What follows belongs to an exercise in optimizing a design on an open flow for small area, a short achievable clock period and few clock cycles; a production flow would make more cautious choices.
Where RTL was checked, it was by simulation tests only, not by an equivalence proof against the original.
Power is estimated from default activity; no workload was simulated.

Setup of gamma:
Design matrix_vector_multiply_top, start of the top module:
module matrix_vector_multiply_top
(
    input  logic                 clk,
    input  logic                 rst_n,
    input  logic                 cfg_we,
    input  logic [CFG_IDX_W-1:0] cfg_index,
    input  logic [CFG_W-1:0]     cfg_data,
    input  logic                 in_valid,
    output logic                 in_ready,
    input  logic                 in_cmd,
    input  logic [VALUE_W-1:0]   in_value,
    output logic                 out_valid,
    input  logic                 out_ready,
    output logic [VALUE_W-1:0]   out_row_sum,
    output logic [ROW_W-1:0]     out_row_number,
    output logic                 out_last
);
Size in the first run: roughly 8300 cells after synthesis, ~98000 sq um of cells after synthesis.
clock: 9.0 ns
lec_check: 0
cap_margin: 20
core_margin: 2
core_utilization: 45
cts_buf_list: sky130_fd_sc_hd__clkbuf_16
cts_cluster_diameter: 50
cts_cluster_size: 28
place_density: 0.6
setup_slack_margin: 5
slew_margin: 20
run.sh (not shown) runs the stock make flow with config.mk's settings and CLKGATE_MAP_FILE= SYNTH_SCRIPT=/design/flow/synth_recipe.tcl, a recipe that flattens the netlist after the stock synthesis.
gamma reached the final stage; the timing, DRC and antenna checks on its layout passed.
Testbench counts of gamma, summed over its fixed seeds: cycles 167,194.
Setup changes, gamma to epsilon
Settings: changing PLACE_DENSITY from 0.6 to 0.75; changing CORE_UTILIZATION from 45 to 60.
## What came out
epsilon: PASS, flow complete, no timing, DRC or antenna violations. gamma | status: complete | timing, DRC, antenna: pass. Against gamma, fill cell total of the finished layout in epsilon fell by more than a quarter. gamma -> epsilon: design area decreased by a few percent. Taking gamma as the reference, in epsilon global-route wire length before repair shows a reduction of 6.3%; global-route usage over all layers shows an increase of 6.9 points; multi-input combinational area share shows an increase of 0.78 points; reported sequential group power shows no meaningful change.

* * *

## the previous run
Another version of the RTL of matrix_vector_multiply_top (not shown whole).
Size: roughly 8300 cells after synthesis, roughly 2700 flip-flops, roughly 87 I/O pins, ~99000 sq um of cells after synthesis.
clock: 9.0 ns
lec_check: 0
cap_margin: 20
core_margin: 2
core_utilization: 45
cts_buf_list: sky130_fd_sc_hd__clkbuf_8
cts_cluster_diameter: 40
cts_cluster_size: 18
place_density: 0.6
setup_slack_margin: 5
slew_margin: 20
For the current run, these inputs were changed with respect to the previous run:
Settings: removing CTS_CLUSTER_SIZE (formerly 18); removing CTS_CLUSTER_DIAMETER (formerly 40); removing CTS_BUF_LIST (formerly sky130_fd_sc_hd__clkbuf_8).
Results
Total track usage essentially unchanged between the current run and the previous run. Diff the previous run -> the current run: routed wire length essentially unchanged; via count stayed essentially flat. Utilization up 1.1 points in the current run wrt the previous run. Cmp the current run and the previous run / arrival time reported for the critical path endpoint / lower: the current run. Of the current run and the previous run, it is the current run that has the higher final worst setup slack. Diff the previous run -> the current run: count of nets after finishing shrank by 45; sequential share of layout area shrank by 1.0 points; portion of total power attributed to combinational logic shrank by 2.2 points; growth of design area from synthesis to finish grew by 2.4 points. Going from the previous run to the current run, internal power component grew by more than 10%.
No functional check of the RTL was part of any run of this note.

* * *

matrix_vector_multiply_top, a different RTL version from the one above (not shown whole).
Size in the first run: roughly 8200 cells after synthesis, roughly 87 I/O pins, about 97000 sq um of cells after synthesis.
clock: 9.0 ns
lec_check: 0
cap_margin: 20
core_margin: 2
core_utilization: 45
place_density: 0.6
slew_margin: 20
The first run ran to the end with no violations.
Then changed:
SETUP_SLACK_MARGIN = 5   (was not set)
What happened: Setup slack gains 1.6 ns. Power climbs by a quarter to a third. Non-clock buffer count climbs by 260. Hold slack gains 0.0067 ns. Via count climbs by a few percent. Synthesized cell count does not change. Count of clock-buffer cells in the layout drops by 14. First-iteration DRC count climbs by about a fifth.
Then changed:
ABC_CLOCK_PERIOD_IN_PS = 3000   (was not set)
The changed run passed the timing, DRC and antenna checks; final cell count is unchanged; utilization does not change; sequential share of layout area stays the same; non-clock buffer count is unchanged; routed wire length is unchanged.
No run of this note included a check of the RTL's function; only the layout flow was run.

* * *

== run 1 ==
matrix_vector_multiply_top, a different RTL version from the one above (not shown whole).
Size: about 2700 flip-flops, about 87 I/O pins, ~100000 sq um of cells after synthesis.
// matrix_vector_multiply_top
module matrix_vector_multiply_top
(
    input  logic                 clk,
    input  logic                 rst_n,
    input  logic                 cfg_we,
    input  logic [CFG_IDX_W-1:0] cfg_index,
    input  logic [CFG_W-1:0]     cfg_data,
    input  logic                 in_valid,
    output logic                 in_ready,
    input  logic                 in_cmd,
    input  logic [VALUE_W-1:0]   in_value,
    output logic                 out_valid,
    input  logic                 out_ready,
    output logic [VALUE_W-1:0]   out_row_sum,
    output logic [ROW_W-1:0]     out_row_number,
    output logic                 out_last
);
    logic               e_mat, e_first, e_emit, wr_lo, wr_hi, res_last;
    logic [VALUE_W-1:0] e_value, e_x;
    logic [MAX_DIM-1:0] e_hot;
    logic [ROW_W-1:0]   res_row;
    mvm_ctrl u_ctrl (
        .clk       (clk),
        .rst_n     (rst_n),
        .cfg_we    (cfg_we),
        .cfg_index (cfg_index),
        .cfg_data  (cfg_data),
        .in_valid  (in_valid),
        .in_ready  (in_ready),
        .in_cmd    (in_cmd),
        .in_value  (in_value),
        .res_taken (out_valid && out_ready),
        .e_mat     (e_mat),
        .e_value   (e_value),
        .e_hot     (e_hot),
        .e_first   (e_first),
        .e_emit    (e_emit),
        .wr_lo     (wr_lo),
        .wr_hi     (wr_hi),
        .res_row   (res_row),
        .res_last  (res_last)
    );
    mvm_cell u_store (
        .clk     (clk),
        .wr_lo   (wr_lo),
        .wr_hi   (wr_hi),
        .wr_data (e_value),
        .rd_hot  (e_hot),
        .rd_data (e_x)
    );
    mvm_mac u_mac (
        .clk        (clk),
        .rst_n      (rst_n),
        .e_mat      (e_mat),
        .e_value    (e_value),
        .e_x        (e_x),
        .e_first    (e_first),
        .e_emit     (e_emit),
        .res_row    (res_row),
        .res_last   (res_last),
        .out_valid  (out_valid),
        .out_ready  (out_ready),
        .row_sum    (out_row_sum),
        .row_number (out_row_number),
        .last       (out_last)
    );
endmodule
Settings: LEC_CHECK=0, CAP_MARGIN=20, CORE_MARGIN=2, CORE_UTILIZATION=60, CTS_BUF_LIST=sky130_fd_sc_hd__clkbuf_16, CTS_CLUSTER_DIAMETER=80, CTS_CLUSTER_SIZE=30, PLACE_DENSITY=0.75, SETUP_SLACK_MARGIN=5, SLEW_MARGIN=20; clock period 9.0 ns.
standard.sh (not shown) runs the stock make flow with config.mk's settings and CLKGATE_MAP_FILE= SYNTH_SCRIPT=/design/flow/synth_recipe.tcl, a recipe that flattens the netlist after the stock synthesis.
==> flow/flow/run.sh <==
#!/bin/bash
set -euo pipefail
bash standard.sh SETUP_SLACK_MARGIN=5.6 finish > make.log 2>&1
Run 1 ran to completion and came out clean on the timing, DRC and antenna checks.
Testbench counts of run 1, summed over its fixed seeds: cycles 167,971.
Input changes introduced in run 2 (baseline for comparison: run 1):
- CTS_CLUSTER_DIAMETER: 80 -> 50
- CTS_CLUSTER_SIZE: 30 -> 28
==> flow/flow/run.sh <==
#!/bin/bash
set -euo pipefail
bash standard.sh SETUP_SLACK_MARGIN=5.9 finish > make.log 2>&1
--- outcome ---
Re internal power of the cells: run 2 is 2.6 mW up on run 1. As of run 2, number of DRC markers after the initial detailed-route iteration had risen by more than a quarter compared to run 1. Compared to run 1, run 2 has clock period minus final worst setup slack 480 ps higher. The wire length of the first global-routing pass number comes out higher for run 2 vs run 1. Run 1 → run 2: worst clock skew on the final layout +28 ps, hold slack -4.0 ps.
## Diff of input files: run 3 against run 2
==> flow/flow/run.sh <==
#!/bin/bash
set -euo pipefail
bash standard.sh SETUP_SLACK_MARGIN=5.6 finish > make.log 2>&1
[summary]
Relative to run 2, met2 global-route usage decreased by 4.2 points in run 3. Core utilization: run 3 lower than run 2. In run 3 relative to run 2, routed wire length had gone down by more than 10%. Cmp run 3 and run 2 / maximum fanout encountered on the critical timing path / higher: run 2. Run 3 vs. run 2: combinational power fell by about 20%, global-route usage fell by 5.0 points. Compared with run 2, in run 3 total number of vias -8.6%, number of non-clock buffers now smaller, fraction of met3 tracks used by global routing went down.
For run 4, these inputs were changed with respect to run 3:
- CTS_CLUSTER_SIZE now 30, was 28
- CTS_CLUSTER_DIAMETER now 80, was 50
==> flow/flow/run.sh <==
#!/bin/bash
set -euo pipefail
bash standard.sh SETUP_SLACK_MARGIN=5.5 finish > make.log 2>&1
Compared to run 3, run 4 has share of the clock period used by the worst path after layout 0.60 points higher. The proportion of power drawn by combinational gates in run 4 was higher than what run 3 gave. Total power after layout in run 4 vs run 3: down about 9%.

* * *

RTL: one of the versions met above, not the one the previous note started from.
For scale: ~8300 cells after synthesis, ~2600 flip-flops.
export LEC_CHECK = 0
export CAP_MARGIN = 20
export CORE_MARGIN = 2
export CORE_UTILIZATION = 45
export CTS_BUF_LIST = sky130_fd_sc_hd__clkbuf_16
export CTS_CLUSTER_DIAMETER = 50
export CTS_CLUSTER_SIZE = 28
export PLACE_DENSITY = 0.6
export SETUP_SLACK_MARGIN = 5
export SLEW_MARGIN = 20
create_clock -name core_clock -period 9.0 [get_ports {clk}]
==> flow/flow/run.sh <==
#!/bin/bash
set -euo pipefail
bash standard.sh SETUP_SLACK_MARGIN=5.6 finish > make.log 2>&1
The first run completed without violations.
Testbench counts at the start, summed over its fixed seeds: cycles 167,194.
Then changed:
CORE_UTILIZATION = 60   (was 45)
PLACE_DENSITY = 0.75   (was 0.6)
=> Final area falls by a few percent; via count climbs slightly; power falls by a few percent; non-clock buffer count falls by 18; area after synthesis does not change; clock power came out lower by roughly a tenth.

re-timing with driven ports:
In the flow no input, the clock included, has a driving cell. The finished layouts below were timed again as built, in two steps.
Step 1: set_driving_cell puts a clkbuf_16 on clk and a buf_2 on each other input, an assumption about the parent block.
Step 2 moves the port delays by t, midway between the first and last clock arrival at a register: inputs arrive t later, outputs are due t later. That takes back most of the time a late clock gives input paths.
a / b / c = ideal ports / drivers / drivers and shift; a / b = the first two.
run	t (ns)	slack for setup (ns)	worst hold slack (ns)	worst data-port slew with drivers (ns)	cell pins on the clock port's net
gamma	0.961	5.101 / 5.101 / 4.436	0.325 / 0.325 / 0.325	0.09	1
epsilon	0.915	5.095 / 5.095 / 4.322	0.324 / 0.324 / 0.324	0.05	1
the previous run	1.185	5.131 / 5.070 / 4.383	0.266 / 0.266 / 0.266	0.16	1
the current run	1.026	5.162 / 5.162 / 4.427	0.291 / 0.291 / 0.291	0.17	1
the first run of note 3	0.986	2.606 / 2.606 / 2.606	0.280 / 0.280 / 0.280	0.08	1
the second run of note 3	0.987	4.187 / 4.187 / 4.187	0.287 / 0.287 / 0.287	0.12	1
the third run of note 3	0.987	4.187 / 4.187 / 4.187	0.287 / 0.287 / 0.287	0.12	1
run 1	0.891	5.435 / 5.435 / 4.866	0.313 / 0.313 / 0.313	0.05	1
run 2	0.977	4.954 / 4.954 / 4.954	0.309 / 0.309 / 0.309	0.11	1
run 3	0.952	5.459 / 5.459 / 4.868	0.316 / 0.316 / 0.316	0.05	1
run 4	0.883	5.406 / 5.406 / 4.815	0.313 / 0.313 / 0.313	0.06	1
the first run of note 5	0.960	5.277 / 5.277 / 4.828	0.306 / 0.306 / 0.306	0.05	1
the second run of note 5	0.939	5.271 / 5.271 / 4.853	0.299 / 0.299 / 0.299	0.19	1
After both steps setup and hold are still met in every run listed. The setup slack of epsilon, which loses most, moves by 0.000 ns with the drivers and by -0.773 ns with both steps.
